Context: an optimization exercise on an open-source flow, tuned for small area, a short achievable clock period and few clock cycles per item. The choices shown serve that exercise and are no tape-out recipe. The RTL was checked by simulation tests, not by an equivalence proof against the original design.

==> design/flow/design.v <==
module tf_tab #(parameter logic [63:0] T = 64'h0) (
  input  logic [3:0] x,
  output logic [3:0] y
);
  assign y = T[{~x, 2'b00} +: 4];
endmodule
module tf_qp #(
  parameter logic [63:0] T0 = 64'h0,
  parameter logic [63:0] T1 = 64'h0,
  parameter logic [63:0] T2 = 64'h0,
  parameter logic [63:0] T3 = 64'h0
) (
  input  logic [7:0] x,
  output logic [7:0] y
);
  logic [3:0] a0, b0, a1, b1, a2, b2, a3, b3, a4, b4;
  assign a0 = x[7:4];
  assign b0 = x[3:0];
  assign a1 = a0 ^ b0;
  assign b1 = a0 ^ {b0[0], b0[3:1]} ^ {a0[0], 3'b000};
  tf_tab #(.T(T0)) u0 (.x(a1), .y(a2));
  tf_tab #(.T(T1)) u1 (.x(b1), .y(b2));
  assign a3 = a2 ^ b2;
  assign b3 = a2 ^ {b2[0], b2[3:1]} ^ {a2[0], 3'b000};
  tf_tab #(.T(T2)) u2 (.x(a3), .y(a4));
  tf_tab #(.T(T3)) u3 (.x(b3), .y(b4));
  assign y = {b4, a4};
endmodule
module tf_q0 (input logic [7:0] x, output logic [7:0] y);
  tf_qp #(.T0(64'h817D6F320B59ECA4), .T1(64'hECB81235F4A6709D),
          .T2(64'hBA5E6D90C8F32471), .T3(64'hD7F4126E9B3085CA)) u (.x(x), .y(y));
endmodule
module tf_q1 (input logic [7:0] x, output logic [7:0] y);
  tf_qp #(.T0(64'h28BDF76E31940AC5), .T1(64'h1E2B4C376DA5F908),
          .T2(64'h4C75169A0ED82B3F), .T3(64'hB951C3DE647F208A)) u (.x(x), .y(y));
endmodule
module tf_mds (input logic [31:0] y, output logic [31:0] z);
  function automatic logic [7:0] lf1(input logic [7:0] x);
    lf1 = {1'b0, x[7:1]} ^ (x[0] ? 8'hB4 : 8'h00);
  endfunction
  function automatic logic [7:0] lf2(input logic [7:0] x);
    lf2 = {2'b00, x[7:2]} ^ (x[1] ? 8'hB4 : 8'h00) ^ (x[0] ? 8'h5A : 8'h00);
  endfunction
  function automatic logic [7:0] m5b(input logic [7:0] x);
    m5b = x ^ lf2(x);
  endfunction
  function automatic logic [7:0] mef(input logic [7:0] x);
    mef = x ^ lf1(x) ^ lf2(x);
  endfunction
  function automatic logic [31:0] mds(input logic [31:0] y);
    logic [7:0] y0, y1, y2, y3;
    y0 = y[7:0];
    y1 = y[15:8];
    y2 = y[23:16];
    y3 = y[31:24];
    mds = {mef(y0) ^ y1 ^ mef(y2) ^ m5b(y3),
           mef(y0) ^ m5b(y1) ^ y2 ^ mef(y3),
           m5b(y0) ^ mef(y1) ^ mef(y2) ^ y3,
           y0 ^ mef(y1) ^ m5b(y2) ^ m5b(y3)};
  endfunction
  logic [7:0] y0, y1, y2, y3;
  assign y0 = y[7:0];
  assign y1 = y[15:8];
  assign y2 = y[23:16];
  assign y3 = y[31:24];
  assign z = {mef(y0) ^ y1 ^ mef(y2) ^ m5b(y3),
              mef(y0) ^ m5b(y1) ^ y2 ^ mef(y3),
              m5b(y0) ^ mef(y1) ^ mef(y2) ^ y3,
              y0 ^ mef(y1) ^ m5b(y2) ^ m5b(y3)};
endmodule
module tf_hmid (
  input  logic [31:0] y,
  input  logic [31:0] l1,
  output logic [31:0] v
);
  logic [31:0] u;
  assign u = y ^ l1;
  tf_q0 ua0 (.x(u[7:0]),   .y(v[7:0]));
  tf_q0 ua1 (.x(u[15:8]),  .y(v[15:8]));
  tf_q1 ua2 (.x(u[23:16]), .y(v[23:16]));
  tf_q1 ua3 (.x(u[31:24]), .y(v[31:24]));
endmodule
module tf_hlast (
  input  logic [31:0] v,
  input  logic [31:0] l0,
  output logic [31:0] z
);
  logic [31:0] vv, r;
  assign vv = v ^ l0;
  tf_q1 ub0 (.x(vv[7:0]),   .y(r[7:0]));
  tf_q0 ub1 (.x(vv[15:8]),  .y(r[15:8]));
  tf_q1 ub2 (.x(vv[23:16]), .y(r[23:16]));
  tf_q0 ub3 (.x(vv[31:24]), .y(r[31:24]));
  tf_mds um (.y(r), .z(z));
endmodule
module tf_hfun (
  input  logic [31:0] x,
  input  logic [31:0] l0,
  input  logic [31:0] l1,
  output logic [31:0] z
);
  logic [31:0] y;
  tf_q0 u0 (.x(x[7:0]),   .y(y[7:0]));
  tf_q1 u1 (.x(x[15:8]),  .y(y[15:8]));
  tf_q0 u2 (.x(x[23:16]), .y(y[23:16]));
  tf_q1 u3 (.x(x[31:24]), .y(y[31:24]));
  logic [31:0] v;
  tf_hmid  um (.y(y), .l1(l1), .v(v));
  tf_hlast ul (.v(v), .l0(l0), .z(z));
endmodule
module tf_pg (
  input  logic [31:0] a,
  input  logic [31:0] b,
  output logic [31:0] p,
  output logic [31:0] g
);
  assign p = a ^ b;
  assign g = a & b;
endmodule
module tf_sklvl #(parameter int K = 0) (
  input  logic [31:0] gi,
  input  logic [31:0] pi,
  output logic [31:0] go,
  output logic [31:0] po
);
  always_comb begin
    go = gi;
    po = pi;
    for (int i = 0; i < 32; i++) begin
      if (((i >> K) & 1) == 1) begin
        go[i] = gi[i] | (pi[i] & gi[((i >> K) << K) - 1]);
        if ((i >> (K + 1)) != 0)
          po[i] = pi[i] & pi[((i >> K) << K) - 1];
        else
          po[i] = 1'b0;
      end
    end
  end
endmodule
module tf_addf (
  input  logic [31:0] a,
  input  logic [31:0] b,
  output logic [31:0] s
);
  logic [31:0] p, g0, g1, p1, g2, p2, g3, p3, g4, p4, g5, p5;
  tf_pg u0 (.a(a), .b(b), .p(p), .g(g0));
  tf_sklvl #(.K(0)) u1 (.gi(g0), .pi(p),  .go(g1), .po(p1));
  tf_sklvl #(.K(1)) u2 (.gi(g1), .pi(p1), .go(g2), .po(p2));
  tf_sklvl #(.K(2)) u3 (.gi(g2), .pi(p2), .go(g3), .po(p3));
  tf_sklvl #(.K(3)) u4 (.gi(g3), .pi(p3), .go(g4), .po(p4));
  tf_sklvl #(.K(4)) u5 (.gi(g4), .pi(p4), .go(g5), .po(p5));
  assign s = p ^ {g5[30:0], 1'b0};
endmodule
module tf_adds (
  input  logic [31:0] a,
  input  logic [31:0] b,
  output logic [31:0] s
);
  logic [31:0] p, pp, gg;
  always_comb begin
    p  = a ^ b;
    gg = a & b;
    pp = p;
    for (int d = 1; d < 32; d = d * 2) begin
      for (int i = 31; i >= d; i--) begin
        gg[i] = gg[i] | (pp[i] & gg[i - d]);
        pp[i] = pp[i] & pp[i - d];
      end
    end
    s = p ^ {gg[30:0], 1'b0};
  end
endmodule
module tf_add3 (
  input  logic [31:0] a,
  input  logic [31:0] b,
  input  logic [31:0] c,
  output logic [31:0] s
);
  logic [31:0] x, k;
  assign x = a ^ b ^ c;
  assign k = (a & b) | (a & c) | (b & c);
  tf_addf ua (.a(x), .b({k[30:0], 1'b0}), .s(s));
endmodule
module encrypt_out (
  input  logic         clk,
  input  logic         rst,
  input  logic         start,
  input  logic [127:0] plain_text,
  input  logic [127:0] key,
  output logic [127:0] encrypt,
  output logic         done,
  output logic         busy
);
  localparam logic [63:0] Q0_T0 = 64'h817D6F320B59ECA4;
  localparam logic [63:0] Q0_T1 = 64'hECB81235F4A6709D;
  localparam logic [63:0] Q0_T2 = 64'hBA5E6D90C8F32471;
  localparam logic [63:0] Q0_T3 = 64'hD7F4126E9B3085CA;
  localparam logic [63:0] Q1_T0 = 64'h28BDF76E31940AC5;
  localparam logic [63:0] Q1_T1 = 64'h1E2B4C376DA5F908;
  localparam logic [63:0] Q1_T2 = 64'h4C75169A0ED82B3F;
  localparam logic [63:0] Q1_T3 = 64'hB951C3DE647F208A;
  function automatic logic [3:0] nib(
    input logic [63:0] t,
    input logic [3:0]  i
  );
    nib = t[{~i, 2'b00} +: 4];
  endfunction
  function automatic logic [7:0] qperm(
    input logic       sel,
    input logic [7:0] x
  );
    logic [63:0] t0, t1, t2, t3;
    logic [3:0]  a0, b0, a1, b1, a2, b2;
    logic [3:0]  a3, b3, a4, b4;
    t0 = sel ? Q1_T0 : Q0_T0;
    t1 = sel ? Q1_T1 : Q0_T1;
    t2 = sel ? Q1_T2 : Q0_T2;
    t3 = sel ? Q1_T3 : Q0_T3;
    a0 = x[7:4];
    b0 = x[3:0];
    a1 = a0 ^ b0;
    b1 = a0 ^ {b0[0], b0[3:1]} ^ {a0[0], 3'b000};
    a2 = nib(t0, a1);
    b2 = nib(t1, b1);
    a3 = a2 ^ b2;
    b3 = a2 ^ {b2[0], b2[3:1]} ^ {a2[0], 3'b000};
    a4 = nib(t2, a3);
    b4 = nib(t3, b3);
    qperm = {b4, a4};
  endfunction
  function automatic logic [31:0] rsrem(input logic [31:0] r);
    logic [7:0] b, g2, g3;
    b  = r[31:24];
    g2 = {b[6:0], 1'b0} ^ (b[7] ? 8'h4D : 8'h00);
    g3 = {1'b0, b[7:1]} ^ (b[0] ? 8'hA6 : 8'h00) ^ g2;
    rsrem = {r[23:0], 8'h00} ^ {g3, g2, g3, b};
  endfunction
  function automatic logic [31:0] rs(
    input logic [31:0] me,
    input logic [31:0] mo
  );
    logic [31:0] r;
    r = mo;
    for (int j = 0; j < 4; j++) r = rsrem(r);
    r = r ^ me;
    for (int j = 0; j < 4; j++) r = rsrem(r);
    rs = r;
  endfunction
  function automatic logic [31:0] bsw(input logic [31:0] x);
    bsw = {x[7:0], x[15:8], x[23:16], x[31:24]};
  endfunction
  function automatic logic [31:0] rol8(input logic [31:0] x);
    rol8 = {x[23:0], x[31:24]};
  endfunction
  function automatic logic [31:0] qidx(input logic [4:0] i);
    logic [7:0] e, o;
    e = {2'b00, i, 1'b0};
    o = {2'b00, i, 1'b1};
    qidx = {qperm(1'b1, o), qperm(1'b0, o), qperm(1'b1, e), qperm(1'b0, e)};
  endfunction
  function automatic logic [4:0] kidx(input logic [4:0] s);
    if (s == 5'd0)       kidx = 5'd0;
    else if (s == 5'd17) kidx = 5'd3;
    else                 kidx = s + 5'd3;
  endfunction
  logic [4:0]  cnt;
  logic        last, wht, rnd, r15, kmq;
  logic [31:0] m0, m1, m2, m3;
  logic [31:0] s0, s1;
  logic [31:0] w0, w1, w2, w3;
  assign wht  = busy && (cnt == 5'd0);
  assign last = busy && (cnt == 5'd17);
  assign r15  = busy && (cnt == 5'd16);
  assign rnd  = busy && !wht && !last;
  logic [4:0]  nidx;
  logic [31:0] qn, mm2, mm3, na2, nb2;
  logic [31:0] ka2, kb2;
  assign nidx = busy ? kidx(cnt + 5'd1) : 5'd0;
  assign qn   = qidx(nidx);
  assign mm2  = busy ? m2 : bsw(key[63:32]);
  assign mm3  = busy ? m3 : bsw(key[31:0]);
  tf_hmid ukma (.y({qn[15:8],  qn[7:0],   qn[15:8],  qn[7:0]}),   .l1(mm2), .v(na2));
  tf_hmid ukmb (.y({qn[31:24], qn[23:16], qn[31:24], qn[23:16]}), .l1(mm3), .v(nb2));
  logic [31:0] ka, kb, kbr, ke, ko, kos;
  tf_hlast ukla (.v(ka2), .l0(m0), .z(ka));
  tf_hlast uklb (.v(kb2), .l0(m1), .z(kb));
  assign kbr = rol8(kb);
  tf_adds uke (.a(ka), .b(kbr), .s(ke));
  tf_adds uko (.a(ka), .b({kbr[30:0], 1'b0}), .s(kos));
  assign ko  = {kos[22:0], kos[31:23]};
  logic [31:0] la0, la1, lb0, lb1, ta, tb;
  logic [31:0] f0, f1, n0, n1;
  logic [31:0] re, ro;
  assign la0 = kmq ? m0 : s1;
  assign la1 = kmq ? m2 : s0;
  assign lb0 = kmq ? m1 : s1;
  assign lb1 = kmq ? m3 : s0;
  tf_hfun uta (.x(w0),       .l0(la0), .l1(la1), .z(ta));
  tf_hfun utb (.x(rol8(w1)), .l0(lb0), .l1(lb1), .z(tb));
  logic [31:0] tbm, kem, kom;
  assign tbm = kmq ? rol8(tb) : tb;
  assign kem = kmq ? 32'd0 : ke;
  assign kom = kmq ? 32'd0 : ko;
  tf_add3 uf0 (.a(ta), .b(tbm), .c(kem), .s(f0));
  tf_add3 uf1 (.a(ta), .b({tbm[30:0], 1'b0}), .c(kom), .s(f1));
  assign n0 = {f0[0] ^ w2[0], (w2[31:1] ^ f0[31:1])};
  assign n1 = {w3[30:0], w3[31]} ^ f1;
  assign re = f0;
  assign ro = {f1[22:0], f1[31:23]};
  logic [31:0] x0, x1, x2, x3;
  assign x0 = s0 ^ ke;
  assign x1 = s1 ^ ko;
  assign x2 = w2 ^ re;
  assign x3 = w3 ^ ro;
  always_ff @(posedge clk or posedge rst) begin
    if (rst) begin
      busy <= 1'b0;
      done <= 1'b0;
      cnt  <= '0;
    end else begin
      done <= last;
      if (!busy) begin
        busy <= start;
        cnt  <= '0;
      end else begin
        cnt <= cnt + 5'd1;
        if (last) busy <= 1'b0;
      end
    end
  end
  always_ff @(posedge clk) begin
    ka2 <= na2;
    kb2 <= nb2;
    kmq <= !busy || (cnt == 5'd16) || (cnt == 5'd17);
    if (!busy) begin
      m0 <= bsw(key[127:96]);
      m1 <= bsw(key[95:64]);
      m2 <= bsw(key[63:32]);
      m3 <= bsw(key[31:0]);
      s0 <= bsw(plain_text[127:96]);
      s1 <= bsw(plain_text[95:64]);
      w0 <= {4{8'h02}};
      w1 <= {4{8'h03}};
      w2 <= bsw(plain_text[63:32]);
      w3 <= bsw(plain_text[31:0]);
    end else if (wht) begin
      s0 <= rs(m0, m1);
      s1 <= rs(m2, m3);
      w0 <= x0;
      w1 <= x1;
      w2 <= x2;
      w3 <= x3;
    end else if (rnd) begin
      w0 <= n0;
      w1 <= n1;
      w2 <= w0;
      w3 <= w1;
      if (r15) begin
        s0 <= n0;
        s1 <= n1;
        w0 <= {4{8'h04}};
        w1 <= {4{8'h05}};
      end
    end
    if (last)
      encrypt <= {bsw(x2), bsw(x3), bsw(x0), bsw(x1)};
  end
endmodule
==> design/flow/flow/run.sh <==
#!/bin/bash
# The standard ORFS layout, with one change to synthesis: Yosys does not
# extract half/full adders into the platform's ha/fa cells (ADDER_MAP_FILE
# empty), so ABC maps the whole datapath, adders included, itself.
# make's output goes to flow.log here; each ORFS step also keeps its own log
# under orfs/logs/.
set -euo pipefail
cd "$(dirname "$0")/.."
bash standard.sh ADDER_MAP_FILE= finish > flow.log 2>&1
==> design/flow/standard.sh <==
#!/bin/bash
# synth_recipe.tcl (not shown) runs the flow's synth.tcl, then flattens the netlist and writes it again
# the make line also repeats each setting of config.mk as NAME=value (left out here)
make -C /OpenROAD-flow-scripts/flow DESIGN_CONFIG=/design/flow/config.mk WORK_HOME=/design/flow/orfs CLKGATE_MAP_FILE= SYNTH_SCRIPT=/design/flow/synth_recipe.tcl "${@:-finish}"
==> design/flow/config.mk <==
export PLATFORM = sky130hd
export DESIGN_NAME = encrypt_out
export DESIGN_NICKNAME = encrypt_out
export VERILOG_FILES = /design/flow/design.v
export SDC_FILE = /design/flow/constraint.sdc
export NUM_CORES = 4
export LEC_CHECK = 0
export CAP_MARGIN = 20
export CORE_MARGIN = 2
export CORE_UTILIZATION = 40
export SLEW_MARGIN = 20
export SYNTH_HIERARCHICAL = 1
export SYNTH_MINIMUM_KEEP_SIZE = 0
==> design/flow/constraint.sdc <==
create_clock -name core_clock -period 24.0 [get_ports {clk}]
set_input_delay 4.8000 -clock core_clock [delete_from_list [all_inputs] [get_ports {clk}]]
set_output_delay 4.8000 -clock core_clock [all_outputs]
set_load 0.01 [all_outputs]
==> results of run 1 <==
[cell usage in the layout, fill, tap and decap left out, drive strengths merged, types with 50 or more instances in the layout]
master / instances
a21o: 208
a21oi: 478
a221oi: 66
a31oi: 50
and2: 176
buf: 102
clkbuf: 80
clkdlybuf4s50: 388
dfxtp: 193
edfxtp: 320
inv: 129
maj3: 102
mux2: 155
mux2i: 138
nand2: 788
nand2b: 155
nand3: 116
nand3b: 64
nor2: 520
nor2b: 173
nor3: 54
o211a: 60
o211ai: 130
o21ai: 385
or2: 53
xnor2: 806
xnor3: 276
xor2: 1411
xor3: 185
[final cells by class]
cell class                      instances  area share, %
Antenna cell                           18        0.05527
Clock buffer                           79          1.964
Clock inverter                         29         0.4637
Inverter                              123         0.5819
Multi-Input combinational cell       7005          70.60
Sequential cell                       520          16.76
Tap cell                             2495          3.831
Timing Repair Buffer                  491          5.742
[worst max-delay path by stage]
| stage | from | endpoint | slack (ns) | cells past startpoint |
|---|---|---|---|---|
| floorplan | w1[20] | s0[28] | 13.44 | 43 |
| global route | w0[16] | s1[25] | 9.15 | 36 |
| finish | w0[16] | w3[8] | 9.47 | 35 |
| CTS | w0[16] | w3[8] | 10.16 | 35 |
| detailed placement | w0[16] | s1[25] | 10.34 | 36 |
| global placement | w1[12] | s1[25] | 10.40 | 39 |
[per-layer routing]
metal | track usage (%) | vias up
met2 | 49.40 | 2879
li1 | - | 28130
met1 | 40.22 | 30520
met3 | 6.509 | 617
met5 | 0 | -
met4 | 18.68 | 20
[critical path, delay by kind of cell (launching register included)]
kind | cells | cell delay (ns)
AND/OR/NAND/NOR | 7 | 1.40
AO/OA/AOI/OAI | 11 | 3.65
XOR/XNOR | 16 | 8.38
flip-flops | 1 | 0.63
multiplexers | 1 | 0.20
[stage by stage]
| stage | cell area, um2 | utilization (%) | cells |
|---|---|---|---|
| 3_3_place_gp | 79370 | 42.40 | 10630 |
| 5_1_grt | 81450 | 43.51 | 10740 |
| 4_1_cts | 81390 | 43.48 | 10740 |
| 3_5_place_dp | 79410 | 42.42 | 10630 |
| 2_1_floorplan | 75140 | - | 8230 |
| 6_report | 81490 | 43.53 | 10760 |
==> results.cfg, run 1 <==
[run_status]
status = finished clean

[sta]
setup_viol = 0
worst_pin_slew_ns = 1.323
finalClockSkew_ns = 0.09765
tns_ns = 0
setup_ws_ns = 9.465
rsz0062_at_grt = false
clock.fmax_mhz = 68.80
timing.final.crit_share_pct = 60.56
final.min_clock_period_ns = 14.53
slew-limit-headroom_pct = 11.18
whs_ns = 0.5763
hold_viol = 0
drv_slew = 0

[worst_setup_path]
critical_path.startpoint_type = flip-flop
crit_required_ns = 24.53
crit_fanout = 16
timing.rr.end = w3[8]
critPathArrivalTime_ns = 15.06
crit_type = reg2reg
critPathMostFrequentCell = xor2_1
r2r-start = w0[16]
slowest_stage = xor2_1
r2r_cells = 35
cpPeakStageDelay_ns = 0.97
r2r_setup_slack_ns = 9.47
end_kind = flip-flop

[routing]
top_layer_used = met5
num_vias = 62160
m1WireLength_um = 126500
drt_iter0_drc = 7629
drtPass1Iterations = 6
drtAntennaViolNets = 0
drc = 0
met3_length_um = 26660
met2_length_um = 140400
routed_wl_um = 314800
wire_per_inst_um = 29.26
viasPerCell = 5.777

[clock_tree]
cts_sinks = 520
hold_buffers = 0
clk_latency_ns = 0.75
cts_resized = 0
clkTransAtPathRegs_ns = 0.07
root_buffer = clkbuf_16
htreeDepth = 2
cts_made_buffers = 57
postCtsSetupBuffers = 0
cts_max_path_buffers = 3
cts_tree = done

[yosys]
yosysWarnings = 14
syn_area_per_cell_um2 = 9.134
synth_cells = 8224
syn_area_um2 = 75120

[global_route]
grt_pass1_wl_um = 433100
grt-ovfl-total = 0
antenna_found_initial = 28
grt_pass1_vias = 57670
grt_max_degree = 145
track_usage_pct = 31.61

[die]
initial_core_util_pct = 40.13
die_y_um = 437.4
die-area_um2 = 191300
fp.coreArea_um2 = 187200
die_w_um = 437.4
rows = 159
io_pins = 389

[final_layout]
largest_reg_flops = 128
ff_latch_area_um2 = 13660
fillers = 18180
final_nets = 8457
regMostFlops = encrypt
multi_input_area_um2 = 57530
synthToLayoutAreaGrowth_pct = 8.485
drive_gt1_share_pct = 9.591

[flow_run]
max_cap_violations = 0

[hold_path]
holdPathEnd = w1[21]
whs_path_depth = 2
hp-class = reg2reg
hold_start = w1[21]

[place]
numPortBuffers = 388
dp_hpwl_um = 265200
dp_slack_ns = 10.34
gp_congestion = 1.068
Testbench counts, summed over its fixed seeds: cycles 6,080, blocks 320.
==> inputs of run 2 (changes only) <==
==> design/flow/run.sh (new file) <==
#!/bin/bash
# synth_recipe.tcl (not shown) runs the flow's synth.tcl, then flattens the netlist and writes it again
# the make line also repeats each setting of config.mk as NAME=value (left out here)
make -C /OpenROAD-flow-scripts/flow DESIGN_CONFIG=/design/flow/config.mk WORK_HOME=/design/flow/orfs CLKGATE_MAP_FILE= SYNTH_SCRIPT=/design/flow/synth_recipe.tcl finish
removed: design/flow/flow/run.sh
removed: design/flow/standard.sh
==> run 2 against run 1 <==
  * Register-to-register slack lost 1.5 ns
  * Highest routed layer unchanged
  * Non-clock buffer count is 26 lower
  * Critical endpoint unchanged
  * Critical path depth is 13 higher
==> results.cfg, run 2 <==
[routing]
drt_iter0_drc = 6988
routed_wl_um = 336600
drtAntennaViolNets = 0
num_vias = 67770
drtPass1Iterations = 8
drc = 0
wire_per_inst_um = 27.91
viasPerCell = 5.619

[worst_setup_path]
end_kind = flip-flop
crit_required_ns = 24.55
crit_fanout = 16
critical_path.startpoint_type = flip-flop
critPathArrivalTime_ns = 16.57
critPathMostFrequentCell = xor2_1
crit_type = reg2reg
cpPeakStageDelay_ns = 0.90
slowest_stage = o31ai_1

[die]
fp.coreArea_um2 = 219300
initial_core_util_pct = 40.20
die-area_um2 = 224200
rows = 172
die_w_um = 473.5
die_y_um = 473.5
io_pins = 389

[clock_tree]
clkTransAtPathRegs_ns = 0.07
cts_tree = done
cts_sinks = 520
clk_latency_ns = 0.74
cts_resized = 0
postCtsSetupBuffers = 0
hold_buffers = 0
cts_max_path_buffers = 3
htreeDepth = 3
root_buffer = clkbuf_16
cts_made_buffers = 66

[yosys]
synth_cells = 9260
syn_area_um2 = 88160
syn_area_per_cell_um2 = 9.521
yosysWarnings = 14

[global_route]
grt_max_degree = 97
grt_pass1_vias = 64520
track_usage_pct = 29.06
antenna_found_initial = 27
grt_pass1_wl_um = 468600
grt-ovfl-total = 0

[hold_path]
hp-class = reg2reg

[final_layout]
drive_gt1_share_pct = 8.549
final_nets = 10380
largest_reg_flops = 128
synthToLayoutAreaGrowth_pct = 6.557
fillers = 21040
multi_input_area_um2 = 67220
mostFrequentLayoutCell = xor2_1
ff_latch_area_um2 = 13660
fin_util_pct = 42.84
final_cell_mix = xor2_1, ha_1, inv_1
regMostFlops = encrypt

[sta]
clock.fmax_mhz = 62.41
rsz0062_at_grt = false
setup_viol = 0
timing.final.crit_share_pct = 66.76
whs_ns = 0.5486
finalClockSkew_ns = 0.05296
worst_pin_slew_ns = 1.363
final.min_clock_period_ns = 16.02
slew-limit-headroom_pct = 8.813
drv_slew = 0
tns_ns = 0
setup_ws_ns = 7.978
hold_viol = 0

[place]
dp_slack_ns = 8.519
dp_hpwl_um = 286600
gp_congestion = 1.045
numPortBuffers = 388

[run_status]
status = finished clean

[flow_run]
max_cap_violations = 0
-- run 2: final timing paths --
| check | start | to | slack, ns | cells past startpoint |
|---|---|---|---|---|
| setup / recovery | w0[18] | w3[8] | 7.98 | 48 |
| hold / removal | w0[19] | w0[19] | 0.55 | 2 |
| setup reg to reg | w0[18] | w3[8] | 7.98 | 48 |
| hold reg to reg | w0[19] | w0[19] | 0.55 | 2 |
| max in group asynchronous | rst | busy | 19.41 | 2 |
| min in group asynchronous | rst | cnt[2] | 4.33 | 2 |
-- run 2: area by class of cell --
cell class | instances | area share, %
diodes | 31 | 0.08258
clock buffers | 83 | 1.935
clock inverters | 38 | 0.5314
inverters | 690 | 2.770
multi-input cells | 7363 | 71.56
flip-flops and latches | 520 | 14.54
well taps | 2871 | 3.824
repair buffers | 465 | 4.762
-- run 2: metrics by stage --
step	area (um2)	std cells
after floorplan	88160	9261
after detailed placement	91490	11910
final	93940	12060
after global routing	93890	12040
after global placement	91470	11910
after CTS	93810	12030
-- run 2: per-layer routing --
| metal | global-route usage (%) | routed length [um] | part of all wire, % |
|---|---|---|---|
| met4 | 19.92 | 25940 | 7.7 |
| met2 | 44.00 | 145500 | 43 |
| met3 | 7.042 | 28220 | 8.4 |
| met1 | 36.38 | 136300 | 40 |
| met5 | 0.3245 | 572 | 0.17 |
-- run 2: worst max-delay path, delay by kind of cell (launching register included) --
family,cells,cell delay [ns]
flip-flops,1,0.41
multiplexers,5,1.66
adder cells (fa/ha/maj),8,2.47
AO/OA/AOI/OAI,9,3.10
buffers and inverters,9,1.19
AND/OR/NAND/NOR,4,0.59
XOR/XNOR,13,6.38
==> inputs of run 3 (changes only) <==
--- a/design/flow/design.v
+++ b/design/flow/design.v
@@ -117,39 +117,75 @@
   assign p = a ^ b;
   assign g = a & b;
 endmodule
-module tf_sklvl #(parameter int K = 0) (
-  input  logic [31:0] gi,
-  input  logic [31:0] pi,
-  output logic [31:0] go,
-  output logic [31:0] po
+module tf_gcell #(parameter int N = 16) (
+  input  logic [N-1:0] gh,
+  input  logic [N-1:0] ph,
+  input  logic [N-1:0] gl,
+  output logic [N-1:0] go
 );
-  always_comb begin
-    go = gi;
-    po = pi;
-    for (int i = 0; i < 32; i++) begin
-      if (((i >> K) & 1) == 1) begin
-        go[i] = gi[i] | (pi[i] & gi[((i >> K) << K) - 1]);
-        if ((i >> (K + 1)) != 0)
-          po[i] = pi[i] & pi[((i >> K) << K) - 1];
-        else
-          po[i] = 1'b0;
+  assign go = gh | (ph & gl);
+endmodule
+module tf_pcell #(parameter int N = 16) (
+  input  logic [N-1:0] ph,
+  input  logic [N-1:0] pl,
+  output logic [N-1:0] po
+);
+  assign po = ph & pl;
+endmodule
+module tf_skl (
+  input  logic [31:0] p,
+  input  logic [31:0] g0,
+  output logic [31:0] cy
+);
+  logic [31:0] g [6], pg [6];
+  logic [15:0] gh [5], ph [5], gl [5], pl [5], go [5], po [5];
+  assign g[0]  = g0;
+  assign pg[0] = p;
+  for (genvar k = 0; k < 5; k++) begin : lvl
+    for (genvar j = 0; j < 16; j++) begin : sel
+      localparam int I = ((j >> k) << (k + 1)) | (1 << k) | (j & ((1 << k) - 1));
+      localparam int L = ((I >> k) << k) - 1;
+      assign gh[k][j] = g[k][I];
+      assign ph[k][j] = pg[k][I];
+      assign gl[k][j] = g[k][L];
+      assign pl[k][j] = pg[k][L];
+    end
+    tf_gcell #(.N(16)) ug (.gh(gh[k]), .ph(ph[k]), .gl(gl[k]), .go(go[k]));
+    if (k < 4) begin : pc
+      logic [15 - (1 << k):0] pout;
+      tf_pcell #(.N(16 - (1 << k))) up (.ph(ph[k][15:(1 << k)]),
+                                        .pl(pl[k][15:(1 << k)]), .po(pout));
+      assign po[k] = {pout, {(1 << k){1'b0}}};
+    end else begin : npc
+      assign po[k] = '0;
+    end
+    for (genvar i = 0; i < 32; i++) begin : upd
+      if (((i >> k) & 1) == 1) begin : u
+        localparam int J = ((i >> (k + 1)) << k) | (i & ((1 << k) - 1));
+        assign g[k + 1][i]  = go[k][J];
+        assign pg[k + 1][i] = po[k][J];
+      end else begin : c
+        assign g[k + 1][i]  = g[k][i];
+        assign pg[k + 1][i] = pg[k][i];
       end
     end
   end
+  assign cy = {g[5][30:0], 1'b0};
 endmodule
-module tf_addf (
+module tf_xor (
   input  logic [31:0] a,
   input  logic [31:0] b,
-  output logic [31:0] s
+  output logic [31:0] y
 );
-  logic [31:0] p, g0, g1, p1, g2, p2, g3, p3, g4, p4, g5, p5;
-  tf_pg u0 (.a(a), .b(b), .p(p), .g(g0));
-  tf_sklvl #(.K(0)) u1 (.gi(g0), .pi(p),  .go(g1), .po(p1));
-  tf_sklvl #(.K(1)) u2 (.gi(g1), .pi(p1), .go(g2), .po(p2));
-  tf_sklvl #(.K(2)) u3 (.gi(g2), .pi(p2), .go(g3), .po(p3));
-  tf_sklvl #(.K(3)) u4 (.gi(g3), .pi(p3), .go(g4), .po(p4));
-  tf_sklvl #(.K(4)) u5 (.gi(g4), .pi(p4), .go(g5), .po(p5));
-  assign s = p ^ {g5[30:0], 1'b0};
+  assign y = a ^ b;
+endmodule
+module tf_mux (
+  input  logic        sel,
+  input  logic [31:0] a,
+  input  logic [31:0] b,
+  output logic [31:0] y
+);
+  assign y = sel ? a : b;
 endmodule
 module tf_adds (
   input  logic [31:0] a,
@@ -174,12 +210,35 @@
   input  logic [31:0] a,
   input  logic [31:0] b,
   input  logic [31:0] c,
-  output logic [31:0] s
+  input  logic [31:0] xa,
+  input  logic [31:0] xb,
+  output logic [31:0] sa,
+  output logic [31:0] sb
 );
-  logic [31:0] x, k;
+  logic [31:0] x, k, p, g, cy, pa, pb;
   assign x = a ^ b ^ c;
   assign k = (a & b) | (a & c) | (b & c);
-  tf_addf ua (.a(x), .b({k[30:0], 1'b0}), .s(s));
+  tf_pg  u0 (.a(x), .b({k[30:0], 1'b0}), .p(p), .g(g));
+  tf_skl u1 (.p(p), .g0(g), .cy(cy));
+  assign pa = p ^ xa;
+  assign pb = p ^ xb;
+  tf_xor ua (.a(pa), .b(cy), .y(sa));
+  tf_xor ub (.a(pb), .b(cy), .y(sb));
+endmodule
+module tf_add3a (
+  input  logic [31:0] a,
+  input  logic [31:0] b,
+  input  logic [31:0] c,
+  input  logic [31:0] xa,
+  output logic [31:0] sa
+);
+  logic [31:0] x, k, p, g, cy, pa;
+  assign x = a ^ b ^ c;
+  assign k = (a & b) | (a & c) | (b & c);
+  tf_pg  u0 (.a(x), .b({k[30:0], 1'b0}), .p(p), .g(g));
+  tf_skl u1 (.p(p), .g0(g), .cy(cy));
+  assign pa = p ^ xa;
+  tf_xor ua (.a(pa), .b(cy), .y(sa));
 endmodule
 module encrypt_out (
   input  logic         clk,
@@ -268,10 +327,6 @@
   logic [31:0] m0, m1, m2, m3;
   logic [31:0] s0, s1;
   logic [31:0] w0, w1, w2, w3;
-  assign wht  = busy && (cnt == 5'd0);
-  assign last = busy && (cnt == 5'd17);
-  assign r15  = busy && (cnt == 5'd16);
-  assign rnd  = busy && !wht && !last;
   logic [4:0]  nidx;
   logic [31:0] qn, mm2, mm3, na2, nb2;
   logic [31:0] ka2, kb2;
@@ -290,7 +345,6 @@
   assign ko  = {kos[22:0], kos[31:23]};
   logic [31:0] la0, la1, lb0, lb1, ta, tb;
   logic [31:0] f0, f1, n0, n1;
-  logic [31:0] re, ro;
   assign la0 = kmq ? m0 : s1;
   assign la1 = kmq ? m2 : s0;
   assign lb0 = kmq ? m1 : s1;
@@ -301,24 +355,31 @@
   assign tbm = kmq ? rol8(tb) : tb;
   assign kem = kmq ? 32'd0 : ke;
   assign kom = kmq ? 32'd0 : ko;
-  tf_add3 uf0 (.a(ta), .b(tbm), .c(kem), .s(f0));
-  tf_add3 uf1 (.a(ta), .b({tbm[30:0], 1'b0}), .c(kom), .s(f1));
-  assign n0 = {f0[0] ^ w2[0], (w2[31:1] ^ f0[31:1])};
-  assign n1 = {w3[30:0], w3[31]} ^ f1;
-  assign re = f0;
-  assign ro = {f1[22:0], f1[31:23]};
-  logic [31:0] x0, x1, x2, x3;
+  logic [31:0] x2, x3, x3r;
+  tf_add3a uf0 (.a(ta), .b(tbm), .c(kem), .xa(w2), .sa(x2));
+  tf_add3  uf1 (.a(ta), .b({tbm[30:0], 1'b0}), .c(kom),
+                .xa({w3[30:0], w3[31]}), .xb({w3[8:0], w3[31:9]}),
+                .sa(n1), .sb(x3r));
+  assign n0 = {x2[0], x2[31:1]};
+  assign x3 = {x3r[22:0], x3r[31:23]};
+  logic [31:0] x0, x1;
   assign x0 = s0 ^ ke;
   assign x1 = s1 ^ ko;
-  assign x2 = w2 ^ re;
-  assign x3 = w3 ^ ro;
   always_ff @(posedge clk or posedge rst) begin
     if (rst) begin
       busy <= 1'b0;
       done <= 1'b0;
       cnt  <= '0;
+      wht  <= 1'b0;
+      rnd  <= 1'b0;
+      r15  <= 1'b0;
+      last <= 1'b0;
     end else begin
       done <= last;
+      wht  <= !busy && start;
+      rnd  <= wht || (rnd && !r15);
+      r15  <= busy && (cnt == 5'd15);
+      last <= r15;
       if (!busy) begin
         busy <= start;
         cnt  <= '0;
@@ -328,6 +389,46 @@
       end
     end
   end
+  logic        selr, selw;
+  logic [31:0] w0o, w1o, w2o, w3o, s0o, s1o;
+  logic [31:0] w0d, w1d, w2d, w3d, s0d, s1d;
+  assign selr = rnd && !r15;
+  assign selw = wht;
+  always_comb begin
+    w0o = w0;
+    w1o = w1;
+    w2o = w2;
+    w3o = w3;
+    s0o = s0;
+    s1o = s1;
+    if (!busy) begin
+      w0o = {4{8'h02}};
+      w1o = {4{8'h03}};
+      w2o = bsw(plain_text[63:32]);
+      w3o = bsw(plain_text[31:0]);
+      s0o = bsw(plain_text[127:96]);
+      s1o = bsw(plain_text[95:64]);
+    end else if (wht) begin
+      w0o = x0;
+      w1o = x1;
+      s0o = rs(m0, m1);
+      s1o = rs(m2, m3);
+    end else if (r15) begin
+      w0o = {4{8'h04}};
+      w1o = {4{8'h05}};
+      w2o = w0;
+      w3o = w1;
+    end else if (rnd) begin
+      w2o = w0;
+      w3o = w1;
+    end
+  end
+  tf_mux um0 (.sel(selr), .a(n0), .b(w0o), .y(w0d));
+  tf_mux um1 (.sel(selr), .a(n1), .b(w1o), .y(w1d));
+  tf_mux um2 (.sel(selw), .a(x2), .b(w2o), .y(w2d));
+  tf_mux um3 (.sel(selw), .a(x3), .b(w3o), .y(w3d));
+  tf_mux um4 (.sel(r15),  .a(n0), .b(s0o), .y(s0d));
+  tf_mux um5 (.sel(r15),  .a(n1), .b(s1o), .y(s1d));
   always_ff @(posedge clk) begin
     ka2 <= na2;
     kb2 <= nb2;
@@ -337,31 +438,13 @@
       m1 <= bsw(key[95:64]);
       m2 <= bsw(key[63:32]);
       m3 <= bsw(key[31:0]);
-      s0 <= bsw(plain_text[127:96]);
-      s1 <= bsw(plain_text[95:64]);
-      w0 <= {4{8'h02}};
-      w1 <= {4{8'h03}};
-      w2 <= bsw(plain_text[63:32]);
-      w3 <= bsw(plain_text[31:0]);
-    end else if (wht) begin
-      s0 <= rs(m0, m1);
-      s1 <= rs(m2, m3);
-      w0 <= x0;
-      w1 <= x1;
-      w2 <= x2;
-      w3 <= x3;
-    end else if (rnd) begin
-      w0 <= n0;
-      w1 <= n1;
-      w2 <= w0;
-      w3 <= w1;
-      if (r15) begin
-        s0 <= n0;
-        s1 <= n1;
-        w0 <= {4{8'h04}};
-        w1 <= {4{8'h05}};
-      end
     end
+    w0 <= w0d;
+    w1 <= w1d;
+    w2 <= w2d;
+    w3 <= w3d;
+    s0 <= s0d;
+    s1 <= s1d;
     if (last)
       encrypt <= {bsw(x2), bsw(x3), bsw(x0), bsw(x1)};
   end
==> design/flow/flow/run.sh (new file) <==
#!/bin/bash
# The standard ORFS layout (standard.sh), at the design's clock period
# and constraints, with two changes to how it is made:
#  - synthesis does not extract half/full adders into the platform's ha/fa
#    cells (ADDER_MAP_FILE empty), so ABC maps the adders with the rest;
#  - repair_timing aims for 12 ns of setup slack (SETUP_SLACK_MARGIN), so it
#    sizes and buffers the round's paths although they already meet 24 ns.
# make's output goes to flow.log here; each ORFS step also keeps its own log
# under orfs/logs/.
set -euo pipefail
cd "$(dirname "$0")/.."
bash standard.sh ADDER_MAP_FILE= SETUP_SLACK_MARGIN=12 finish > flow.log 2>&1
==> design/flow/standard.sh (new file) <==
#!/bin/bash
# synth_recipe.tcl (not shown) runs the flow's synth.tcl, then flattens the netlist and writes it again
# the make line also repeats each setting of config.mk as NAME=value (left out here)
make -C /OpenROAD-flow-scripts/flow DESIGN_CONFIG=/design/flow/config.mk WORK_HOME=/design/flow/orfs CLKGATE_MAP_FILE= SYNTH_SCRIPT=/design/flow/synth_recipe.tcl "${@:-finish}"
removed: design/flow/run.sh
==> run 3 against run 2 <==
  * Still clean
  * Setup slack improved by 4.2 ns
  * Wire length down 6.2%
  * Non-clock buffer count rose by 58
  * Core utilization increased by 3.4 points
  * Sequential share of layout area hardly changed
  * Flip-flop and latch count is 4 higher
  * Hold slack lost 0.027 ns
  * Critical path type unchanged
==> results.cfg, run 3 <==
[sta]
hold_viol = 0
drv_slew = 0
final.min_clock_period_ns = 11.82
tns_ns = 0
slew-limit-headroom_pct = 9.794
clock.fmax_mhz = 84.63
setup_viol = 0
finalClockSkew_ns = 0.06868
worst_pin_slew_ns = 1.349
setup_ws_ns = 12.18
timing.final.crit_share_pct = 49.23
rsz0062_at_grt = true

[routing]
drtAntennaViolNets = 0
routed_wl_um = 315700
viasPerCell = 5.763
drt_iter0_drc = 7193
num_vias = 62340
drtPass1Iterations = 7
drc = 0
wire_per_inst_um = 29.19

[clock_tree]
clkTransAtPathRegs_ns = 0.07
cts_made_buffers = 60
htreeDepth = 2
cts_tree = done
cts_sinks = 524
root_buffer = clkbuf_16
clk_latency_ns = 0.74
cts_max_path_buffers = 3
hold_buffers = 0

[place]
gp_congestion = 1.044
dp_slack_ns = 11.24
numPortBuffers = 388
dp_hpwl_um = 262900
postPlaceCellArea_um2 = 80450

[die]
die_w_um = 436.0
io_pins = 389
fp.coreArea_um2 = 185400
die_y_um = 436.0
initial_core_util_pct = 40.26
die-area_um2 = 190100
rows = 158

[final_layout]
largest_reg_flops = 128
fin_util_pct = 46.23
drive_gt1_share_pct = 16.12
final_cell_mix = xor2_1, xnor2_1, nand2_1
regMostFlops = encrypt
final_nets = 8540
mostFrequentLayoutCell = xor2_1
final_area_um2 = 85720
ff_latch_area_um2 = 12500
fillers = 17720
synthToLayoutAreaGrowth_pct = 14.82
multi_input_area_um2 = 62780

[worst_setup_path]
end_kind = flip-flop
crit_buf_inv = 0
crit_fanout = 9
crit_start = w1[27]
crit_type = reg2reg
slowest_stage = dfxtp_1
crit_required_ns = 24.63
cp_top_family = XOR/XNOR gates
critical_path.startpoint_type = flip-flop
critPathArrivalTime_ns = 12.44
cpPeakStageDelay_ns = 0.63
critPathMostFrequentCell = xor3_1
r2r-start = w1[27]

[yosys]
yosysWarnings = 25
syn_area_per_cell_um2 = 9.307
synth_cells = 8022
syn_area_um2 = 74660

[flow_run]
max_cap_violations = 0

[global_route]
grt_pass1_wl_um = 434000
grt_pass1_vias = 57870
grt_max_degree = 94
grt-ovfl-total = 0
antenna_found_initial = 9
track_usage_pct = 31.73

[hold_path]
hp-class = reg2reg
hold_start = m3[31]

[run_status]
status = finished clean
## run 3: layout make-up
cell class / count / area share, %
clock buffers: 87 / 2.033
multi-input cells: 7083 / 73.23
flip-flops and latches: 524 / 14.58
well taps: 2480 / 3.620
inverters: 89 / 0.3956
repair buffers: 523 / 5.736
clock inverters: 27 / 0.3926
diodes: 4 / 0.01168
## run 3: per-stage QoR
step,std cells,hold slack (ns)
final,10820,0.5218
after global placement,10660,0.4990
after CTS,10790,0.5238
after floorplan,8028,0.4977
after detailed placement,10660,0.5086
after global routing,10810,0.5534
## run 3: timing repair
item / 4_1_cts / 5_1_grt
setup buffers: 12 / 23
endpoints found under the setup margin: 196 / 224
pin swaps: 6 / 21
gates resized for setup: 64 / 362
gates cloned: 0 / 0
hold endpoints to repair: 0 / 0
## run 3: worst paths after layout
path	to	slack, ns	depth (start not counted)
max	s0[13]	12.18	34
min in group asynchronous	done	4.49	2
max in group asynchronous	cnt[1]	18.97	2
min reg2reg	m3[31]	0.52	1
max reg2reg	s0[13]	12.18	34
min	m3[31]	0.52	1
## run 3: worst register-to-register path: cells and delay by family (launching register included)
family / cells / cell delay (ns)
xor gates and xnor gates: 14 / 5.88
AOI/OAI and AO/OA: 8 / 2.28
muxes: 5 / 1.45
and+or+nand+nor: 6 / 1.05
DFF: 1 / 0.63
adders and majority gates: 1 / 0.40
## run 3: per-layer routing
metal | vias up | track usage (%) | share of wire, %
met5 | - | 0 | 0.0041
met4 | 2 | 17.41 | 6.5
met3 | 567 | 5.291 | 7.8
met2 | 2724 | 50.40 | 45
met1 | 30930 | 40.95 | 41
li1 | 28120 | - | -
Testbench counts of run 3, summed over its fixed seeds: cycles 6,080, blocks 320.
==> inputs of run 4 (changes only) <==
==> design/flow/flow/run.sh (replaced) <==
#!/bin/bash
# The standard ORFS layout (standard.sh), at the design's clock period
# and constraints, with two changes to how it is made:
#  - synthesis does not extract half/full adders into the platform's ha/fa
#    cells (ADDER_MAP_FILE empty), so ABC maps the adders with the rest;
#  - repair_timing aims for 13.5 ns of setup slack (SETUP_SLACK_MARGIN), so it
#    sizes and buffers the round's paths although they already meet 24 ns.
# make's output goes to flow.log here; each ORFS step also keeps its own log
# under orfs/logs/.
set -euo pipefail
cd "$(dirname "$0")/.."
bash standard.sh ADDER_MAP_FILE= SETUP_SLACK_MARGIN=13.5 finish > flow.log 2>&1
--- a/design/flow/config.mk
+++ b/design/flow/config.mk
@@ -7,7 +7,7 @@
 export LEC_CHECK = 0
 export CAP_MARGIN = 20
 export CORE_MARGIN = 2
-export CORE_UTILIZATION = 40
+export CORE_UTILIZATION = 55
 export SLEW_MARGIN = 20
 export SYNTH_HIERARCHICAL = 1
 export SYNTH_MINIMUM_KEEP_SIZE = 0
==> run 4 against run 3 <==
  * Global-route usage rose by 11 points
  * Synthesized cell count unchanged
  * First-iteration DRC count is 8.7% higher
  * Setup slack improved by 1.1 ns
  * Count of clock-buffer cells in the layout down 5
  * Sequential share of layout area decreased by 1.3 points
==> results.cfg, run 4 <==
[run_status]
status = finished clean

[worst_setup_path]
slowest_stage = xor3_2
cpPeakStageDelay_ns = 0.53
critPathArrivalTime_ns = 11.33
r2r_setup_slack_ns = 13.26
crit_fanout = 7
r2r_cells = 44
critPathMostFrequentCell = xor3_2
crit_required_ns = 24.58
timing.rr.end = s1[31]
crit_type = reg2reg
r2r-start = w1[8]
critical_path.startpoint_type = flip-flop
end_kind = flip-flop

[routing]
drt_iter0_drc = 7816
drtAntennaViolNets = 0
drc = 0
viasPerCell = 6.245
routed_wl_um = 314900
drtPass1Iterations = 6
num_vias = 65680
wire_per_inst_um = 29.94

[place]
gp_congestion = 1.079
dp_slack_ns = 11.14
dp_hpwl_um = 248300
postPlaceCellArea_um2 = 79490
numPortBuffers = 388

[final_layout]
final_nets = 8929
fillers = 10100
regMostFlops = encrypt
largest_reg_flops = 128
final_cell_mix = xor2_1, nand2_1, xnor2_1
final_area_um2 = 95100
drive_gt1_share_pct = 27.88
mostFrequentLayoutCell = xor2_1
synthToLayoutAreaGrowth_pct = 27.38

[global_route]
use_met3_pct = 12.92
antenna_found_initial = 26
grt_max_degree = 145
grt_util_met1_pct = 56.84
busiest_layer = met2
grt_pass1_wl_um = 424800
grt_pass1_vias = 59040
grt-ovfl-total = 0
met2_usage_pct = 63.00
track_usage_pct = 43.08

[sta]
whs_ns = 0.5837
clock.fmax_mhz = 93.07
rsz0062_at_grt = true
setup_viol = 0
tns_ns = 0
finalClockSkew_ns = 0.05393
drv_slew = 0
hold_viol = 0
timing.final.crit_share_pct = 44.77
worst_pin_slew_ns = 1.296
setup_ws_ns = 13.26
final.min_clock_period_ns = 10.74
slew-limit-headroom_pct = 13.19

[die]
fp.coreArea_um2 = 135100
initial_core_util_pct = 55.25
die_w_um = 372.4
die-area_um2 = 138700
rows = 135
io_pins = 389
die_y_um = 372.4

[yosys]
syn_area_per_cell_um2 = 9.307
syn_area_um2 = 74660
yosysWarnings = 25
synth_cells = 8022

[flow_run]
max_cap_violations = 0

[clock_tree]
htreeDepth = 3
hold_buffers = 0
cts_made_buffers = 66
cts_tree = done
cts_max_path_buffers = 3
root_buffer = clkbuf_16
clkTransAtPathRegs_ns = 0.06
cts_sinks = 524
clk_latency_ns = 0.71

[hold_path]
holdPathEnd = m2[22]
whs_path_depth = 1
hold_start = m2[22]
hp-class = reg2reg
-- run 4: changes by cell type in the layout (fill, tap and decap cells not counted), moves of 26 or more --
cell / change
dfxtp_1: -55
xor2_1: -285
xnor2_2: +32
a21oi_4: +27
xor2_2: +92
xor2_4: +194
dfxtp_2: +38
xor3_1: -63
xor3_2: +63
xnor2_1: -57
buf_12: +26
buf_4: +335
a21oi_1: -43
-- run 4: what timing repair did --
item | 4_1_cts | 5_1_grt
gates resized for setup | 888 | 625
setup buffers | 164 | 268
setup endpoints to repair | 256 | 234
gates cloned | 3 | 3
pin swaps | 176 | 236
-- run 4: final cells by class --
type | instances | area, um2 | share of cell area, %
Antenna cell | 14 | 35.03 | 0.03684
Clock buffer | 82 | 1752 | 1.842
Clock inverter | 39 | 556.8 | 0.5855
Inverter | 89 | 339.1 | 0.3565
Multi-Input combinational cell | 7089 | 69450 | 73.03
Sequential cell | 524 | 12610 | 13.26
Tap cell | 1781 | 2228 | 2.343
Timing Repair Buffer | 900 | 8129 | 8.548
-- run 4: worst max-delay path by stage --
| stage | slack (ns) | startpoint | cells past startpoint | endpoint |
|---|---|---|---|---|
| after global routing | 12.99 | w1[8] | 47 | s1[31] |
| after floorplan | 13.92 | w1[20] | 36 | s1[17] |
| after CTS | 13.50 | w1[31] | 41 | s1[31] |
| after detailed placement | 11.14 | w0[16] | 32 | s1[31] |
| final | 13.26 | w1[8] | 44 | s1[31] |
| after global placement | 11.49 | w0[20] | 33 | s1[31] |
-- run 4: routing by layer --
metal | up-vias | routed length, um | share of wire [%]
met3 | 775 | 38160 | 12
met5 | - | 293 | 0.093
met2 | 3647 | 133200 | 42
met4 | 28 | 21740 | 6.9
li1 | 28790 | - | -
met1 | 32440 | 121600 | 39
-- run 4: critical path: cells and delay by family, from the launching register on --
kind / cells / cell delay [ns]
AOI/OAI and AO/OA: 14 / 2.45
xor gates and xnor gates: 15 / 4.95
buffers and inverters: 7 / 1.08
DFF: 1 / 0.47
muxes: 4 / 1.05
and+or+nand+nor: 4 / 0.58
-- run 4: per-stage QoR --
step / utilization, % / instances
finish: 70.38 / 10520
global placement: 58.82 / 9945
CTS: 65.69 / 10230
detailed placement: 58.82 / 9945
floorplan: - / 8028
global route: 70.36 / 10510
==> inputs of run 5 (changes only) <==
==> design/flow/flow/run.sh (replaced) <==
#!/bin/bash
# The standard ORFS layout (standard.sh), at the design's clock period
# and constraints, with two changes to how it is made:
#  - synthesis does not extract half/full adders into the platform's ha/fa
#    cells (ADDER_MAP_FILE empty), so ABC maps the adders with the rest;
#  - repair_timing aims for 13 ns of setup slack (SETUP_SLACK_MARGIN), so it
#    sizes and buffers the round's paths although they already meet 24 ns.
# make's output goes to flow.log here; each ORFS step also keeps its own log
# under orfs/logs/.
set -euo pipefail
cd "$(dirname "$0")/.."
bash standard.sh ADDER_MAP_FILE= SETUP_SLACK_MARGIN=13 finish > flow.log 2>&1
--- a/design/flow/config.mk
+++ b/design/flow/config.mk
@@ -7,7 +7,7 @@
 export LEC_CHECK = 0
 export CAP_MARGIN = 20
 export CORE_MARGIN = 2
-export CORE_UTILIZATION = 55
+export CORE_UTILIZATION = 40
 export SLEW_MARGIN = 20
 export SYNTH_HIERARCHICAL = 1
 export SYNTH_MINIMUM_KEEP_SIZE = 0
==> run 5 against run 4 <==
  * Still clean
  * Maximum frequency fell by 1.9%
  * First-iteration DRC count shrank 6.7%
  * Sequential share of layout area up 0.40 points
  * Non-clock buffer count down 188
  * Flip-flop and latch count stayed put
  * Design area decreased by 3.2%
==> results.cfg, run 5 <==
[worst_setup_path]
end_kind = flip-flop
critPathMostFrequentCell = xor2_2
crit_type = reg2reg
slowest_stage = xnor3_2
cp_top_family = XOR/XNOR gates
critPathArrivalTime_ns = 11.57
crit_buf_inv = 1
cp_num_cells = 35
crit_required_ns = 24.62
crit_fanout = 8
critical_path.startpoint_type = flip-flop
cpPeakStageDelay_ns = 0.57
r2r_cells = 35

[clock_tree]
cts_max_path_buffers = 3
cts_made_buffers = 60
htreeDepth = 2
clk_latency_ns = 0.75
cts_tree = done
cts_sinks = 524
clkTransAtPathRegs_ns = 0.07
root_buffer = clkbuf_16

[die]
io_pins = 389
rows = 158
die_w_um = 436.0
die-area_um2 = 190100
initial_core_util_pct = 40.26
die_y_um = 436.0
fp.coreArea_um2 = 185400

[global_route]
track_usage_pct = 32.12
grt_max_degree = 94
grt-ovfl-total = 0
grt_pass1_wl_um = 439300
antenna_found_initial = 11
grt_pass1_vias = 58710

[yosys]
syn_area_per_cell_um2 = 9.307
yosysWarnings = 25
syn_area_um2 = 74660
synth_cells = 8022

[routing]
drt_iter0_drc = 7292
drc = 0
num_vias = 63240
drtPass1Iterations = 7
drtAntennaViolNets = 0
viasPerCell = 5.743
wire_per_inst_um = 29.24
routed_wl_um = 321900

[sta]
setup_viol = 0
clock.fmax_mhz = 91.29
timing.final.crit_share_pct = 45.64
drv_slew = 0
worst_pin_slew_ns = 1.318
tns_ns = 0
slew-limit-headroom_pct = 11.81
rsz0062_at_grt = false
finalClockSkew_ns = 0.07716
setup_ws_ns = 13.05
final.min_clock_period_ns = 10.95
hold_viol = 0

[place]
dp_slack_ns = 11.24
gp_congestion = 1.044
numPortBuffers = 388
postPlaceCellArea_um2 = 80450
dp_hpwl_um = 262900

[hold_path]
hp-class = reg2reg
whs_path_depth = 1

[final_layout]
mostFrequentLayoutCell = xor2_1
final_area_um2 = 92100
fillers = 17060
fin_util_pct = 49.67
drive_gt1_share_pct = 23.72
largest_reg_flops = 128
final_nets = 8731
regMostFlops = encrypt
synthToLayoutAreaGrowth_pct = 23.37
final_cell_mix = xor2_1, xnor2_1, nand2_1

[run_status]
status = finished clean

[flow_run]
max_cap_violations = 0
## run 5: worst reg2reg max path, delay by kind of cell (launching register included)
kind,cells,cell delay (ns)
multiplexers,4,1.17
buffers and inverters,1,0.19
AND/OR/NAND/NOR,8,1.57
AO/OA/AOI/OAI,7,2.25
flip-flops,1,0.40
XOR/XNOR,15,5.29
## run 5: path summary, 6_finish.rpt
path	from	to	slack, ns
worst min-delay path	m3[31]	m3[31]	0.52
worst min register to register	m3[31]	m3[31]	0.52
worst max-delay path	w0[15]	w2[17]	13.05
max in group asynchronous	rst	cnt[0]	18.96
min in group asynchronous	rst	done	4.49
worst max register to register	w0[15]	w2[17]	13.05
## run 5: layout make-up
| cell class | count | area [um2] | area share (%) |
|---|---|---|---|
| multi-input combinational | 7085 | 67520 | 73.31 |
| antenna | 7 | 17.52 | 0.01902 |
| tap | 2480 | 3103 | 3.369 |
| timing repair buffer | 712 | 6464 | 7.018 |
| clock buffer | 87 | 1743 | 1.892 |
| clock inverter | 27 | 336.6 | 0.3654 |
| inverter | 89 | 339.1 | 0.3681 |
| sequential | 524 | 12580 | 13.66 |
## run 5: what timing repair did
item | CTS | global route
setup endpoints to repair | 256 | 232
cloned | 1 | 1
hold buffers | 0 | 0
resized for setup | 590 | 583
pin swaps | 68 | 179
setup buffers | 66 | 158
## run 5: metal layers
layer	track usage, %	part of all wire [%]	vias up
met5	0	0.0096	-
met4	17.83	6.8	4
met3	5.085	7.9	602
met2	50.94	45	2707
met1	41.69	40	31550
li1	-	-	28380
## run 5: metrics by stage
step	hold slack, ns	cells
floorplan	0.4977	8028
global placement	0.4990	10660
detailed placement	0.5086	10660
CTS	0.5238	10840
global route	0.5534	11000
finish	0.5227	11010
==> inputs of run 6 (changes only) <==
==> design/flow/flow/run.sh (replaced) <==
#!/bin/bash
# The standard ORFS layout (standard.sh), at the design's clock period
# and constraints, with three changes to how it is made:
#  - synthesis does not extract half/full adders into the platform's ha/fa
#    cells (ADDER_MAP_FILE empty), so ABC maps the adders with the rest;
#  - the floorplan step removes the buffers ABC inserted (REMOVE_ABC_BUFFERS)
#    and leaves buffering to the placer's repair steps;
#  - repair_timing aims for 12.5 ns of setup slack (SETUP_SLACK_MARGIN), so it
#    sizes and buffers the round's paths although they already meet 24 ns.
# make's output goes to flow.log here; each ORFS step also keeps its own log
# under orfs/logs/.
set -euo pipefail
cd "$(dirname "$0")/.."
bash standard.sh ADDER_MAP_FILE= REMOVE_ABC_BUFFERS=1 SETUP_SLACK_MARGIN=12.5 finish > flow.log 2>&1
--- a/design/flow/config.mk
+++ b/design/flow/config.mk
@@ -5,9 +5,9 @@
 export SDC_FILE = /design/flow/constraint.sdc
 export NUM_CORES = 4
 export LEC_CHECK = 0
-export CAP_MARGIN = 20
+export CAP_MARGIN = 0
 export CORE_MARGIN = 2
 export CORE_UTILIZATION = 40
-export SLEW_MARGIN = 20
+export SLEW_MARGIN = 0
 export SYNTH_HIERARCHICAL = 1
 export SYNTH_MINIMUM_KEEP_SIZE = 0
==> run 6 against run 5 <==
  * Non-clock buffer count is 166 lower
  * Critical endpoint is now encrypt[126]
  * Synthesized area stayed put
  * Hold slack better by 0.057 ns
  * Wire length is 3.3% lower
  * Core utilization is 2.3 points lower
  * Still clean
  * Largest cell class unchanged
  * Via count is 0.57% lower
==> results.cfg, run 6 <==
[run_status]
status = finished clean

[clock_tree]
htreeDepth = 3
cts_max_path_buffers = 3
root_buffer = clkbuf_16
cts_sinks = 524
cts_tree = done
cts_made_buffers = 69
clk_latency_ns = 0.75
clkTransAtPathRegs_ns = 0.07

[worst_setup_path]
critPathMostFrequentCell = xor3_2
cpPeakStageDelay_ns = 0.98
end_kind = flip-flop
slowest_stage = xor2_1
critPathArrivalTime_ns = 11.67
crit_type = reg2reg
critical_path.startpoint_type = flip-flop
crit_start = w1[4]
crit_required_ns = 24.34
crit_fanout = 8
r2r-start = w1[4]

[yosys]
yosysWarnings = 25
synth_cells = 8022
syn_area_per_cell_um2 = 9.307
syn_area_um2 = 74660

[routing]
num_vias = 62880
drtPass1Iterations = 7
drtAntennaViolNets = 0
wire_per_inst_um = 28.68
drc = 0
viasPerCell = 5.792
drt_iter0_drc = 6499
routed_wl_um = 311400

[global_route]
antenna_found_initial = 19
grt-ovfl-total = 0
grt_max_degree = 79
grt_pass1_vias = 59150
track_usage_pct = 31.37
grt_pass1_wl_um = 431600

[die]
initial_core_util_pct = 40.26
die_w_um = 436.0
fp.coreArea_um2 = 185400
rows = 158
io_pins = 389
die_y_um = 436.0
die-area_um2 = 190100

[final_layout]
multi_input_area_um2 = 64330
final_nets = 8572
fin_util_pct = 47.36
ff_latch_area_um2 = 12530
final_cell_mix = xor2_1, xnor2_1, nand2_1
regMostFlops = encrypt
synthToLayoutAreaGrowth_pct = 17.64
drive_gt1_share_pct = 18.55
largest_reg_flops = 128
mostFrequentLayoutCell = xor2_1
fillers = 17510

[sta]
drv_slew = 0
slew-limit-headroom_pct = 7.684
setup_viol = 0
clock.fmax_mhz = 88.21
hold_viol = 0
worst_pin_slew_ns = 1.380
timing.final.crit_share_pct = 47.23
finalClockSkew_ns = 0.05139
tns_ns = 0
final.min_clock_period_ns = 11.34
rsz0062_at_grt = false

[hold_path]
hold_start = cnt[2]
hp-class = reg2reg

[flow_run]
max_cap_violations = 0

[place]
gp_congestion = 1.026
numPortBuffers = 388
dp_hpwl_um = 254400
-- run 6: per-layer routing --
metal	track usage [%]	wire (um)	vias to the layer above
met5	0	107	-
met4	16.80	19130	18
met3	6.074	26250	591
met2	48.91	138900	2818
met1	40.92	126900	31320
li1	-	-	28130
-- run 6: final timing paths --
path | to | cells after the start | slack, ns
max | encrypt[126] | 33 | 12.66
min | cnt[2] | 2 | 0.58
max reg2reg | encrypt[126] | 33 | 12.66
min reg2reg | cnt[2] | 2 | 0.58
max in group asynchronous | r15 | 2 | 18.73
min in group asynchronous | cnt[0] | 2 | 4.57
-- run 6: worst max-delay path: cells and delay by family (launching register included) --
kind / cells / cell delay [ns]
and+or+nand+nor: 5 / 1.05
DFF: 1 / 0.49
xor gates and xnor gates: 14 / 5.93
muxes: 4 / 1.17
AOI/OAI and AO/OA: 10 / 2.25
-- run 6: repair_timing --
item | CTS | global route
resized for setup | 200 | 490
setup buffers | 23 | 51
setup endpoints to repair | 230 | 231
pin swaps | 14 | 52
hold buffers | 0 | 0
-- run 6: cell type report --
cell class                 instances  share of cell area (%)
tap                             2480                   3.533
clock inverter                    35                  0.4872
clock buffer                      93                   2.210
sequential                       524                   14.26
inverter                          89                  0.3889
multi-input combinational       7083                   73.24
timing repair buffer             546                   5.855
antenna                            7                 0.01994
-- run 6: per-stage QoR --
stage	std cells	worst slack, ns	area, um2	hold WS (ns)
2_1_floorplan	7696	10.61	72550	0.5103
3_3_place_gp	10650	11.44	80250	0.5518
3_5_place_dp	10650	11.25	80250	0.5616
4_1_cts	10800	12.51	84110	0.5798
5_1_grt	10850	12.35	87810	0.6009
6_report	10860	12.66	87830	0.5795

## what the ideal ports hide
No port has a modelled driver above. Below, the same layouts with a new extraction and two added sets of constraints. Step 1, drivers: a clkbuf_16 drives clk and a buf_2 each remaining input, both assumed. Step 2 also shifts input and output timing later by t, the mid clock arrival at the registers, as if the neighbouring blocks saw the same clock. Three values: ideal, step 1, step 2; two values: the first two.
| run | t, ns | slack for setup (ns) | latest minus earliest clock arrival (ns) | worst slew at a driven data input, ns |
|---|---|---|---|---|
| run 1 | 0.784 | 9.465 / 9.465 / 9.465 | 0.098 / 0.098 | 0.10 |
| run 2 | 0.798 | 7.978 / 7.978 / 7.978 | 0.053 / 0.053 | 0.18 |
| run 3 | 0.792 | 12.184 / 12.184 / 12.184 | 0.068 / 0.069 | 0.15 |
| run 4 | 0.775 | 13.255 / 13.255 / 13.255 | 0.054 / 0.054 | 0.09 |
| run 5 | 0.800 | 13.046 / 13.046 / 13.046 | 0.077 / 0.077 | 0.14 |
| run 6 | 0.813 | 12.664 / 12.664 / 12.664 | 0.052 / 0.052 | 0.08 |
After both steps every run listed still meets setup and hold.
